This design comes from an exercise in tuning for small area and a short achievable clock period on the open sky130 flow, not from production work.
Function was checked by simulation only, so behaviour that the tests miss may differ from the original.
Power figures rest on the tool's default switching activity, not on a simulated workload.

==> flow/design.v <==
module scalar_mem_bank #(
  parameter int                DATA_W   = 8,
  parameter int                ADDR_W   = 8,
  parameter int                DEPTH    = 256,
  parameter int                WAIT_CYC = 1,
  parameter logic [ADDR_W-1:0] RO_BASE  = '0,
  parameter logic [ADDR_W-1:0] RO_LIMIT = ADDR_W'(8'h2F)
) (
  input  logic              clk,
  input  logic              rst,
  input  logic [ADDR_W-1:0] addr,
  input  logic              rd,
  input  logic              wrt,
  input  logic [DATA_W-1:0] wdata,
  output logic [DATA_W-1:0] rdata,
  output logic              rdy,
  output logic              err,
  output logic              busy,
  input  logic              ld_en,
  input  logic [ADDR_W-1:0] ld_addr,
  input  logic [DATA_W-1:0] ld_data
);
  if (DATA_W != 8 || ADDR_W != 8 || DEPTH != 256 || WAIT_CYC != 1 ||
      RO_BASE != 8'h00 || RO_LIMIT != 8'h2F) begin : g_bad_param
    $error("scalar_mem_bank: only the default configuration is implemented");
  end
  logic        w_q;        
  logic        r_q;        
  logic        idle_q;     
  logic        nrdn_q;     
  logic        pw_q;       
  logic        perr_q;     
  logic [31:0] nh_q;       
  logic [63:0] nlr_q;      
  logic [15:0] hwp_q;      
  logic [15:3] hww_q;      
  logic [15:0] lo_q;       
  logic [15:0] nlo_q;      
  logic [7:0]  wd_q;
  logic [7:0]  rdata_q;
  logic        rdy_q, err_q, busy_q;
  logic [7:0]  mem_q [256];
  logic [7:0]  mem_d [256];
  logic [15:0] hwe, nhwe;
  logic [255:0] rl;
  logic [7:0]  rd_d;
  logic        strobe, nstrobe, acc, rd1, wr1, ld1, rdq, wrq, ldq;
  logic [3:0]  rdq_y;
  logic [3:0]  p10, p32, q76, h76, h54, s10, s32;
  logic [7:0]  q543;
  logic [3:0]  lo_sel, hi_sel;
  logic [63:0] nlr_d;
  logic [15:0] nh_d0, nh_d1, lo_d, nlo_d, hwp_d;
  logic [15:3] hww_d;
  assign strobe  = rd || wrt;
  assign nstrobe = !strobe;
  smb_and2 u_acc (.a(rst), .b(idle_q), .y(acc));
  assign rd1 = rd && !wrt;
  assign wr1 = wrt && !rd;
  assign ld1 = ld_en && nstrobe;
  smb_and2 u_rdq (.a(acc), .b(rd1), .y(rdq));
  smb_and2 u_wrq (.a(acc), .b(wr1), .y(wrq));
  smb_and2 u_ldq (.a(acc), .b(ld1), .y(ldq));
  logic a54, ro, pw_d;
  smb_nand2 u_a54 (.a(addr[5]), .b(addr[4]), .y(a54));
  smb_and2  u_ro  (.a(q76[0]), .b(a54), .y(ro));
  smb_and2  u_pw  (.a(wrq), .b(ro), .y(pw_d));
  assign lo_sel = strobe ? addr[3:0] : ld_addr[3:0];
  assign hi_sel = strobe ? addr[7:4] : ld_addr[7:4];
  for (genvar j = 0; j < 4; j++) begin : g_pre
    smb_dec2 #(.SEL(j)) u_p10 (.a(addr[1:0]), .y(p10[j]));
    smb_dec2 #(.SEL(j)) u_p32 (.a(addr[3:2]), .y(p32[j]));
    smb_dec2 #(.SEL(j)) u_q76 (.a(addr[7:6]), .y(q76[j]));
    smb_dec2 #(.SEL(j)) u_s10 (.a(lo_sel[1:0]), .y(s10[j]));
    smb_dec2 #(.SEL(j)) u_s32 (.a(lo_sel[3:2]), .y(s32[j]));
    smb_dec2 #(.SEL(j)) u_h76 (.a(hi_sel[3:2]), .y(h76[j]));
    smb_dec2 #(.SEL(j)) u_h54 (.a(hi_sel[1:0]), .y(h54[j]));
    smb_and3 u_ry (.a(acc), .b(rd1), .c(q76[j]), .y(rdq_y[j]));
  end
  for (genvar j = 0; j < 8; j++) begin : g_q543
    smb_dec3 #(.SEL(j)) u (.a(addr[5:3]), .y(q543[j]));
  end
  for (genvar i = 0; i < 16; i++) begin : g_dec
    for (genvar y = 0; y < 4; y++) begin : g_nlr
      smb_nand3 u_nlr (.a(rdq_y[y]), .b(p10[i%4]), .c(p32[i/4]), .y(nlr_d[16*y+i]));
    end
    smb_nand2 u_nh0  (.a(q76[i/4]), .b(q543[2*(i%4)]),   .y(nh_d0[i]));
    smb_nand2 u_nh1  (.a(q76[i/4]), .b(q543[2*(i%4)+1]), .y(nh_d1[i]));
    smb_and2  u_lo   (.a(s10[i%4]), .b(s32[i/4]), .y(lo_d[i]));
    smb_nand2 u_nlo  (.a(s10[i%4]), .b(s32[i/4]), .y(nlo_d[i]));
    smb_and3 u_hwp (.a(ldq), .b(h76[i/4]), .c(h54[i%4]), .y(hwp_d[i]));
    if (i >= 3) begin : g_hww
      smb_and3 u_hww (.a(wrq), .b(h76[i/4]), .c(h54[i%4]), .y(hww_d[i]));
    end
  end
  always_ff @(posedge clk) begin
    w_q    <= rdq || wrq;
    r_q    <= rst && w_q;
    idle_q <= !(rst && (w_q || (idle_q && (rd ^ wrt))));
    busy_q <= rst && !idle_q;
    rdy_q  <= rst && r_q;
    nrdn_q <= !rdq;
    pw_q   <= pw_d;
    perr_q <= rst && pw_q;
    err_q  <= rst && ((idle_q && rd && wrt) || (ld_en && !(idle_q && nstrobe)) || perr_q);
    wd_q   <= strobe ? wdata : ld_data;
    for (int i = 0; i < 16; i++) begin
      nh_q[i]     <= nh_d0[i];
      nh_q[16+i]  <= nh_d1[i];
      lo_q[i]     <= lo_d[i];
      nlo_q[i]    <= nlo_d[i];
      hwp_q[i]    <= hwp_d[i];
    end
    nlr_q   <= nlr_d;
    hww_q   <= hww_d;
    rdata_q <= rd_d;
  end
  for (genvar g = 0; g < 16; g++) begin : g_hwe
    if (g >= 3) begin : g_rw
      smb_a21o  u_hwe  (.a1(hww_q[g]), .a2(rst), .b1(hwp_q[g]), .x(hwe[g]));
      smb_a21oi u_nhwe (.a1(hww_q[g]), .a2(rst), .b1(hwp_q[g]), .y(nhwe[g]));
    end else begin : g_ro
      assign hwe[g]  = hwp_q[g];
      assign nhwe[g] = !hwp_q[g];
    end
  end
  for (genvar w = 0; w < 256; w++) begin : g_word
    logic wl, hl;
    smb_lines u_lines (.nh(nh_q[16*((w/8)%2)+w/16]), .nhw(nhwe[w/16]), .hw(hwe[w/16]),
                       .lo(lo_q[w%16]), .nlo(nlo_q[w%16]), .nlr(nlr_q[16*(w/64)+w%16]), .rl(rl[w]), .wl(wl), .hl(hl));
    smb_cell8 u_cell (.q(mem_q[w]), .wd(wd_q), .load(wl), .hold(hl), .d(mem_d[w]));
    always_ff @(posedge clk) mem_q[w] <= mem_d[w];
  end
  logic nrst;
  assign nrst = !rst;
  for (genvar b = 0; b < 8; b++) begin : g_rd
    logic [31:0] l2;
    logic [15:0] l3;
    logic [3:0]  l4;
    logic [1:0]  l5;
    logic        nhold;
    for (genvar k = 0; k < 32; k++) begin : g_l2
      logic [7:0] q8;
      for (genvar j = 0; j < 8; j++) begin : g_q
        assign q8[j] = mem_q[8*k+j][b];
      end
      smb_rd8 u (.rl(rl[8*k+7:8*k]), .q(q8), .y(l2[k]));
    end
    for (genvar k = 0; k < 16; k++) begin : g_l3
      smb_nor2 u (.a(l2[2*k]), .b(l2[2*k+1]), .y(l3[k]));
    end
    for (genvar k = 0; k < 4; k++) begin : g_l4
      smb_nand4 u (.a(l3[4*k]), .b(l3[4*k+1]), .c(l3[4*k+2]), .d(l3[4*k+3]), .y(l4[k]));
    end
    smb_nor2  u_l5a (.a(l4[0]), .b(l4[1]), .y(l5[0]));
    smb_nor2  u_l5b (.a(l4[2]), .b(l4[3]), .y(l5[1]));
    smb_nand2 u_hold (.a(nrdn_q), .b(rdata_q[b]), .y(nhold));
    smb_a31oi u_l6 (.a1(l5[0]), .a2(l5[1]), .a3(nhold), .b1(nrst), .y(rd_d[b]));
  end
  assign rdata = rdata_q;
  assign rdy   = rdy_q;
  assign err   = err_q;
  assign busy  = busy_q;
endmodule
module smb_lines (
  input  logic nh, nhw, hw, lo, nlo, nlr,
  output logic rl, wl, hl
);
  assign rl = !(nh || nlr);
  assign wl = !(nhw || nlo);
  assign hl = !(hw && lo);
endmodule
module smb_cell8 (
  input  logic [7:0] q,
  input  logic [7:0] wd,
  input  logic       load,
  input  logic       hold,
  output logic [7:0] d
);
  assign d = (q & {8{hold}}) | (wd & {8{load}});
endmodule
module smb_rd8 (input logic [7:0] rl, input logic [7:0] q, output logic y);
  logic [3:0] z;
  assign z = ~((rl[7:4] & q[7:4]) | (rl[3:0] & q[3:0]));
  assign y = ~&z;
endmodule
module smb_and2 (input logic a, b, output logic y);
  assign y = a && b;
endmodule
module smb_and3 (input logic a, b, c, output logic y);
  assign y = a && b && c;
endmodule
module smb_a21o (input logic a1, a2, b1, output logic x);
  assign x = (a1 && a2) || b1;
endmodule
module smb_a21oi (input logic a1, a2, b1, output logic y);
  assign y = !((a1 && a2) || b1);
endmodule
module smb_nand3 (input logic a, b, c, output logic y);
  assign y = !(a && b && c);
endmodule
module smb_dec2 #(parameter int SEL = 0) (input logic [1:0] a, output logic y);
  assign y = (a == 2'(SEL));
endmodule
module smb_dec3 #(parameter int SEL = 0) (input logic [2:0] a, output logic y);
  assign y = (a == 3'(SEL));
endmodule
module smb_nand4 (input logic a, b, c, d, output logic y);
  assign y = !(a && b && c && d);
endmodule
module smb_nand2 (input logic a, b, output logic y);
  assign y = !(a && b);
endmodule
module smb_nor2 (input logic a, b, output logic y);
  assign y = !(a || b);
endmodule
module smb_a31oi (input logic a1, a2, a3, b1, output logic y);
  assign y = !((a1 && a2 && a3) || b1);
endmodule
==> flow/flow/run.sh <==
#!/bin/bash
set -euo pipefail
export BUFFER_PORTS_ARGS="-buffer_cell sky130_fd_sc_hd__buf_4"
export CTS_ARGS="-sink_clustering_enable -repair_clock_nets -sink_clustering_size 30 -sink_clustering_max_diameter 60 -dont_use_dummy_load"
bash standard.sh > standard_make.log 2>&1
==> flow/standard.sh <==
#!/bin/bash
# synth_recipe.tcl (not shown) runs the flow's synth.tcl, then flattens the netlist and writes it again
# the make line also repeats each setting of config.mk as NAME=value (left out here)
make -C /OpenROAD-flow-scripts/flow DESIGN_CONFIG=/design/flow/config.mk WORK_HOME=/design/flow/orfs CLKGATE_MAP_FILE= SYNTH_SCRIPT=/design/flow/synth_recipe.tcl "${@:-finish}"
==> flow/config.mk <==
export PLATFORM = sky130hd
export DESIGN_NAME = scalar_mem_bank
export DESIGN_NICKNAME = scalar_mem_bank
export VERILOG_FILES = /design/flow/design.v
export SDC_FILE = /design/flow/constraint.sdc
export NUM_CORES = 4
export LEC_CHECK = 0
export CAP_MARGIN = 20
export CORE_MARGIN = 2
export CORE_UTILIZATION = 50
export CTS_CLUSTER_DIAMETER = 60
export CTS_CLUSTER_SIZE = 30
export PLACE_DENSITY = 0.7
export SETUP_SLACK_MARGIN = 2.7
export SLEW_MARGIN = 20
export SYNTH_HIERARCHICAL = 1
==> flow/constraint.sdc <==
create_clock -name core_clock -period 5.0 [get_ports {clk}]
set_input_delay 1.0000 -clock core_clock [delete_from_list [all_inputs] [get_ports {clk}]]
set_output_delay 1.0000 -clock core_clock [all_outputs]
set_load 0.01 [all_outputs]
==> run summary, run 1 <==
sequential-to-total area share from yosys stat=53.7%; CTS tree=built; DR pass1 iterations=9; clock-pin slew on the worst setup and hold paths=90 ps; Post-synth EDFFs=0; Final setup viols=0; CP Data Arrival Time=3170 ps; Area Overhead vs Synth=2.21%; initial antenna violation count=14; Critical Path Source=nlr_q[6]; Peak VDD IR=289 µV; via count=64700; worst-path maximum fanout=8; Synth Cell Area=83100 µm²; max-cap violations=0; Die Width=412 µm; Critical Path Source Type=flop; GPL Wtd Cong=1.00; Row Count=149; largest net degree at the start of global routing=120; layout cells sized above 1=7.50%; Avg Synthesized Cell Area=11.4 µm²; P_leak=30.2 nW; Clock Path Buffers=3; Routed WL per cell=30.6 µm; cells after synthesis=7299; fmax=398 MHz; port buffer count=47; highest routed metal layer=met5; first-pass GRT wire length=407000 µm; Slew Viols, Final=0; total congestion overflow=0; CTS root buf=clkbuf_16; HPWL Detailed=178000 µm; worst reg2reg path startpoint=nlr_q[6]; Register-to-Register Setup Slack=2490 ps; Slew @ Worst Pin=1270 ps; # IOs=48; hold path startpoint=wdata[7]; Clock Skew=156 ps; Routed WL=282000 µm; vias per inst=7.02; CTS Hold Bufs=0; final hold violations=0; kind of end point of the critical path=flop; Die Height=412 µm; post-synthesis cell type count=25; initial core utilization=50.4%; Synth Flop Type=dfxtp_1; Worst EP required=5660 ps; Post-DRT Antenna Nets=0; DIE AREA=170000 µm²; met3 WL post-DR=37700 µm; total number of yosys warnings=10; nets=7067; slew margin rel.=15.0%; # fillers=14400; Final period util=50.2%; RSZ-0062 raised after global routing=yes; Yosys reg bits=2230; Syn Nets=7339; met1 wire length=115000 µm; core footprint=165000 µm²; asr flop ratio synth=0%; Worst Setup EP=rdata_q[7]; number of global-route vias before repair=60500; GRT Total Usage=31.7%; CTS Sinks=2230; R2R cell count=7; HP Class=in2reg; DP Cell Count=9089; CTS Buf Count=121; crit path time final=2510 ps; met2 WL=114000 µm; outcome=timing/DRC/antenna clean; RR Endpoint=rdata_q[7]; Setup Total Neg Slack=0 ps; kind of critical path=reg2reg; clock latency (worst-skew pair)=820 ps; fin cells=9222; Iter 0 DRT Violations=9086; Max H-tree Level=3; DRC Markers=0; PwrDens=347 nW/µm²
[cells in the mapped netlist, types with 9 or more instances]
cell type	instances	area, µm²
and2_1	32	200
nand2_1	314	1180
a22oi_1	1024	7690
a31oi_1	9	56.3
buf_6	513	5780
a21oi_2	14	123
and3_1	34	213
a22o_1	2048	17900
nand4_1	288	1800
nor2b_4	14	193
nand3_1	64	320
a21o_1	14	105
nor2_1	664	2490
dfxtp_1	2230	44600
[worst max-delay path, cell delays in order, from the launching register on]
cell,delay (ps)
dfxtp_1,650
nor2_1,270
a22oi_1,260
nand4_1,220
nor2_1,380
nand4_1,210
nor2_4,250
a31oi_1,130
[Yosys stat by module, one instance, submodules excluded, excerpt]
module / area (µm²) / copies in the design
scalar_mem_bank: 45000 / 1
smb_and2: 6.26 / 22
smb_nand3: 5.00 / 64
smb_a31oi: 6.26 / 8
smb_rd8: 36.3 / 256
smb_lines: 11.3 / 256
smb_and3: 6.26 / 33
[stage by stage]
step	hold WS [ps]	utilization, %	setup slack, ps	total power, mW	instance area (µm²)
after floorplan	412	-	2710	19.2	83100
after global placement	426	49.2	1860	20.0	81200
after detailed placement	434	49.2	1840	20.0	81200
after CTS	412	51.2	2580	29.5	84500
after global routing	422	51.5	2590	30.2	84900
final	445	51.5	2490	29.5	85000
[area by class of cell]
cell class | count | area [µm²] | share of cell area (%)
sequential | 2230 | 44900 | 52.9
antenna | 8 | 20.0 | 0.0236
timing repair buffer | 119 | 1100 | 1.30
clock buffer | 121 | 3030 | 3.56
tap | 2189 | 2740 | 3.22
inverter | 7 | 26.3 | 0.0309
multi-input combinational | 4548 | 33100 | 39.0
[layer usage]
metal	vias up	GRT usage (%)
met5	-	0
met4	28	14.6
met3	731	10.8
met2	4085	44.4
met1	31900	43.7
li1	28000	-
[worst min path at each step]
stage / to / slack (ps) / depth (start not counted)
2_1_floorplan: perr_q / 410 / 1
3_3_place_gp: rdy_q / 430 / 1
3_5_place_dp: rdy_q / 430 / 1
4_1_cts: wd_q[7] / 410 / 2
5_1_grt: wd_q[7] / 420 / 2
6_report: wd_q[7] / 450 / 2
[logic make-up after synthesis]
| group | count (synthesis) | share of synthesized area [%] |
|---|---|---|
| and+or+nand+nor | 1419 | 7.80 |
| DFF | 2230 | 53.7 |
| buffers and inverters | 521 | 7.01 |
| AOI/OAI and AO/OA | 3110 | 31.2 |
| adders and majority gates | 3 | 0.0452 |
| muxes | 16 | 0.253 |
[power by group]
group	switching [mW]	internal (mW)	leakage, nW
Clock	5.61	4.26	1.49
Sequential	0.375	18.0	18.0
Combinational	0.870	0.368	10.7
[flip-flops by register name, summed over array words and instances, names as in the netlist, 13 cells and up]
register,cells
hwp_q,16
hww_q,13
lo_q,16
mem_q,2048
nh_q,32
nlo_q,16
nlr_q,64
[placed cells by master, fill, tap and decap left out, types with 9 or more instances in the layout]
master     count
nor2_1       595
nor2b_4       14
dfxtp_1     2112
nor2_4        14
and2_1        31
nor2_2        55
and3_1        34
a22oi_1      981
nand4_1      288
a22oi_2       43
buf_4         99
dfxtp_2       74
a22o_1      2048
clkbuf_16    121
a21oi_2       13
a21o_1         9
nand2_1      314
a31oi_1        9
nand3_1       64
dfxtp_4       44
buf_12        15
[what timing repair did]
item,4_1_cts,5_1_grt
setup buffers,3,1
resized for setup,110,138
endpoints found under the setup margin,339,115
pin swaps,24,51
==> inputs of run 2 (changes only) <==
==> flow/flow/run.sh (replaced) <==
#!/bin/bash
set -euo pipefail
export BUFFER_PORTS_ARGS="-buffer_cell sky130_fd_sc_hd__buf_4"
export CTS_ARGS="-sink_clustering_enable -repair_clock_nets -sink_clustering_size 16 -sink_clustering_max_diameter 40 -dont_use_dummy_load -buf_list sky130_fd_sc_hd__clkbuf_16 -sink_clustering_buffer sky130_fd_sc_hd__clkbuf_8"
bash standard.sh > standard_make.log 2>&1
--- a/flow/config.mk
+++ b/flow/config.mk
@@ -8,8 +8,8 @@
 export CAP_MARGIN = 20
 export CORE_MARGIN = 2
 export CORE_UTILIZATION = 50
-export CTS_CLUSTER_DIAMETER = 60
-export CTS_CLUSTER_SIZE = 30
+export CTS_CLUSTER_DIAMETER = 40
+export CTS_CLUSTER_SIZE = 16
 export PLACE_DENSITY = 0.7
 export SETUP_SLACK_MARGIN = 2.7
 export SLEW_MARGIN = 20
==> run 2 against run 1 <==
Compared with the run above:
- clock skew down 65 ps
- wire length up 1.4%
- maximum frequency up 3.4%
- design area up 1.7%
- clock-buffer cell count up 164
- final cell count up 1.8%
- first-iteration DRC count up 6.0%
- worst setup slack better by 82 ps
- total power up 8.0%
- die area unchanged
==> run summary, run 2 <==
CTS Buf Count=285; Post-synth EDFFs=0; Avg Synthesized Cell Area=11.4 µm²; Setup Total Neg Slack=0 ps; Die Height=412 µm; cells after synthesis=7299; most common cell after layout, fill and taps aside=dfxtp_1; Row Count=149; core footprint=165000 µm²; nets=7230; HPWL Detailed=178000 µm; outcome=timing/DRC/antenna clean; Clock Skew=91.0 ps; clock-pin slew on the worst setup and hold paths=80 ps; post-synthesis cell type count=25; CTS tree=built; GRT Total Usage=32.2%; RSZ-0062 raised after global routing=yes; CTS Sinks=2230; largest net degree at the start of global routing=120; Peak VDD IR=223 µV; top-area cell type share of the netlist area=53.7%; via count=66100; initial antenna violation count=17; DRC Markers=0; P_leak=31.0 nW; slew margin rel.=15.9%; fmax=412 MHz; GPL Wtd Cong=1.00; Slew @ Worst Pin=1260 ps; worst-path maximum fanout=8; Clock Path Buffers=4; CP Data Arrival Time=3200 ps; sequential-to-total area share from yosys stat=53.7%; Die Width=412 µm; total congestion overflow=0; final hold violations=0; Biggest register=mem_q; post-route design area=86400 µm²; Yosys reg bits=2230; Syn Nets=7339; port buffer count=47; most frequent cells in the layout=2111 x dfxtp_1, 2048 x a22o_1, 982 x a22oi_1, 585 x nor2_1, 314 x nand2_1; fin cells=9388; Area Overhead vs Synth=3.98%; Max H-tree Level=5; Routed WL=286000 µm; kind of end point of the critical path=flop; asr flop ratio synth=0%; kind of critical path=reg2reg; vias per inst=7.04; highest routed metal layer=met5; Post-DRT Antenna Nets=0; Synth Flop Type=dfxtp_1; DIE AREA=170000 µm²; most common cell in the netlist=dfxtp_1; Final period util=48.6%; HP Class=in2reg; CTS root buf=clkbuf_16; max-cap violations=0; Top Registers=mem_q x2048, nlr_q x64, nh_q x32; met3 WL post-DR=38300 µm; Pwr Total=31.9 mW; Slew Viols, Final=0; clock latency (worst-skew pair)=910 ps; Yosys top cell by area=dfxtp_1; Critical Path Source Type=flop; Synth Cell Area=83100 µm²; list of most frequent post-synthesis cells=2230 x dfxtp_1, 2048 x a22o_1, 1024 x a22oi_1, 664 x nor2_1, 513 x buf_6; crit path time final=2430 ps; DP Area=81200 µm²; Synth area leaders=dfxtp_1 54%, a22o_1 22%, a22oi_1 9.2%, buf_6 7.0%, nor2_1 3.0%; met1 wire length=116000 µm; DR pass1 iterations=8; initial core utilization=50.4%; total number of yosys warnings=10; first-pass GRT wire length=412000 µm; met2 WL=115000 µm; layout cells sized above 1=9.70%; max FFs per register=2048; number of global-route vias before repair=61800; CTS Hold Bufs=0; Routed WL per cell=30.4 µm; PwrDens=369 nW/µm²; # IOs=48; Iter 0 DRT Violations=9627; Final setup viols=0; Worst EP required=5770 ps; DP Cell Count=9089
[run 2: worst paths after layout]
path,slack (ps),cells past startpoint,startpoint,to
min reg2reg,420,1,pw_q,perr_q
max reg2reg,2570,7,nlr_q[18],rdata_q[2]
max,2570,7,nlr_q[18],rdata_q[2]
min,360,2,wdata[7],wd_q[7]
[run 2: cells by family after synthesis]
family	Yosys count	synth area share (%)
muxes	16	0.253
buffers and inverters	521	7.01
DFF	2230	53.7
adders and majority gates	3	0.0452
AOI/OAI and AO/OA	3110	31.2
and+or+nand+nor	1419	7.80
[run 2: critical path: stages (launching register included)]
cell and delay (ps):
dfxtp_2 460, nor2_1 210, a22oi_1 290, nand4_1 180, nor2_1 240, nand4_1 460, nor2_4 360, a31oi_1 130
[run 2: area by class of cell]
type	count	area [µm²]
fill	14300	78600
sequential	2230	44900
inverter	7	26.3
tap	2189	2740
timing repair buffer	118	1120
clock buffer	285	4470
antenna	11	27.5
multi-input combinational	4548	33100
[run 2: metrics by stage]
step / hold slack, ps / setup slack [ps] / util (%)
after CTS: 321 / 2520 / 52.1
after floorplan: 412 / 2710 / -
after detailed placement: 434 / 1840 / 49.2
after global routing: 338 / 2590 / 52.4
after global placement: 426 / 1860 / 49.2
final: 356 / 2570 / 52.4
[run 2: per-module statistics from Yosys (local to each module, per instance), a selection]
module           copies in the design  flip-flops and latches
smb_nand2                          57                       0
smb_rd8                           256                       0
smb_and3                           33                       0
smb_a31oi                           8                       0
smb_cell8                         256                       0
smb_nor2                          144                       0
smb_a21o                           13                       0
smb_nand3                          64                       0
scalar_mem_bank                     1                    2230
smb_and2                           22                       0
smb_a21oi                          13                       0
smb_nand4                          32                       0
smb_lines                         256                       0
[run 2: where the power goes]
part | switching, mW | internal [mW]
sequential | 0.375 | 18.0
clock | 6.28 | 5.93
combinational | 0.874 | 0.369
[run 2: what timing repair did]
action,CTS,global route
hold endpoints to repair,0,0
setup endpoints to repair,183,159
buffers inserted,3,0
pin swaps,25,41
gates resized for setup,115,144
[run 2: per-layer routing]
layer | up-vias | GRT usage, %
met5 | - | 0.594
met4 | 26 | 16.6
met3 | 884 | 10.7
met2 | 4515 | 44.6
met1 | 32300 | 44.2
li1 | 28300 | -

[re-timing with driven ports]
No port has a modelled driver above. Below, the same layouts with a new extraction and two added sets of constraints. Step 1: set_driving_cell puts a clkbuf_16 on clk and a buf_2 on each other input, an assumption about the parent block. Step 2 adds t to the input delays and takes it off the output delays; t is the mean of the earliest and latest rising clock arrival at the registers after step 1. Input paths then give back, and output paths get back, about the clock's delay inside the block. Slacks: ideal / step 1 / step 2; pairs: ideal / step 1.
run | t, ns | setup WS [ns] | worst hold slack (ns)
run 1 | 0.831 | 2.489 / 2.489 / 1.878 | 0.445 / 0.398 / 0.447
run 2 | 0.955 | 2.571 / 2.517 / 1.735 | 0.356 / 0.307 / 0.420
After both steps setup and hold are still met in every run listed. For run 2, which loses most, drivers alone change the setup slack by -0.054 ns; drivers and shift together by -0.836 ns.
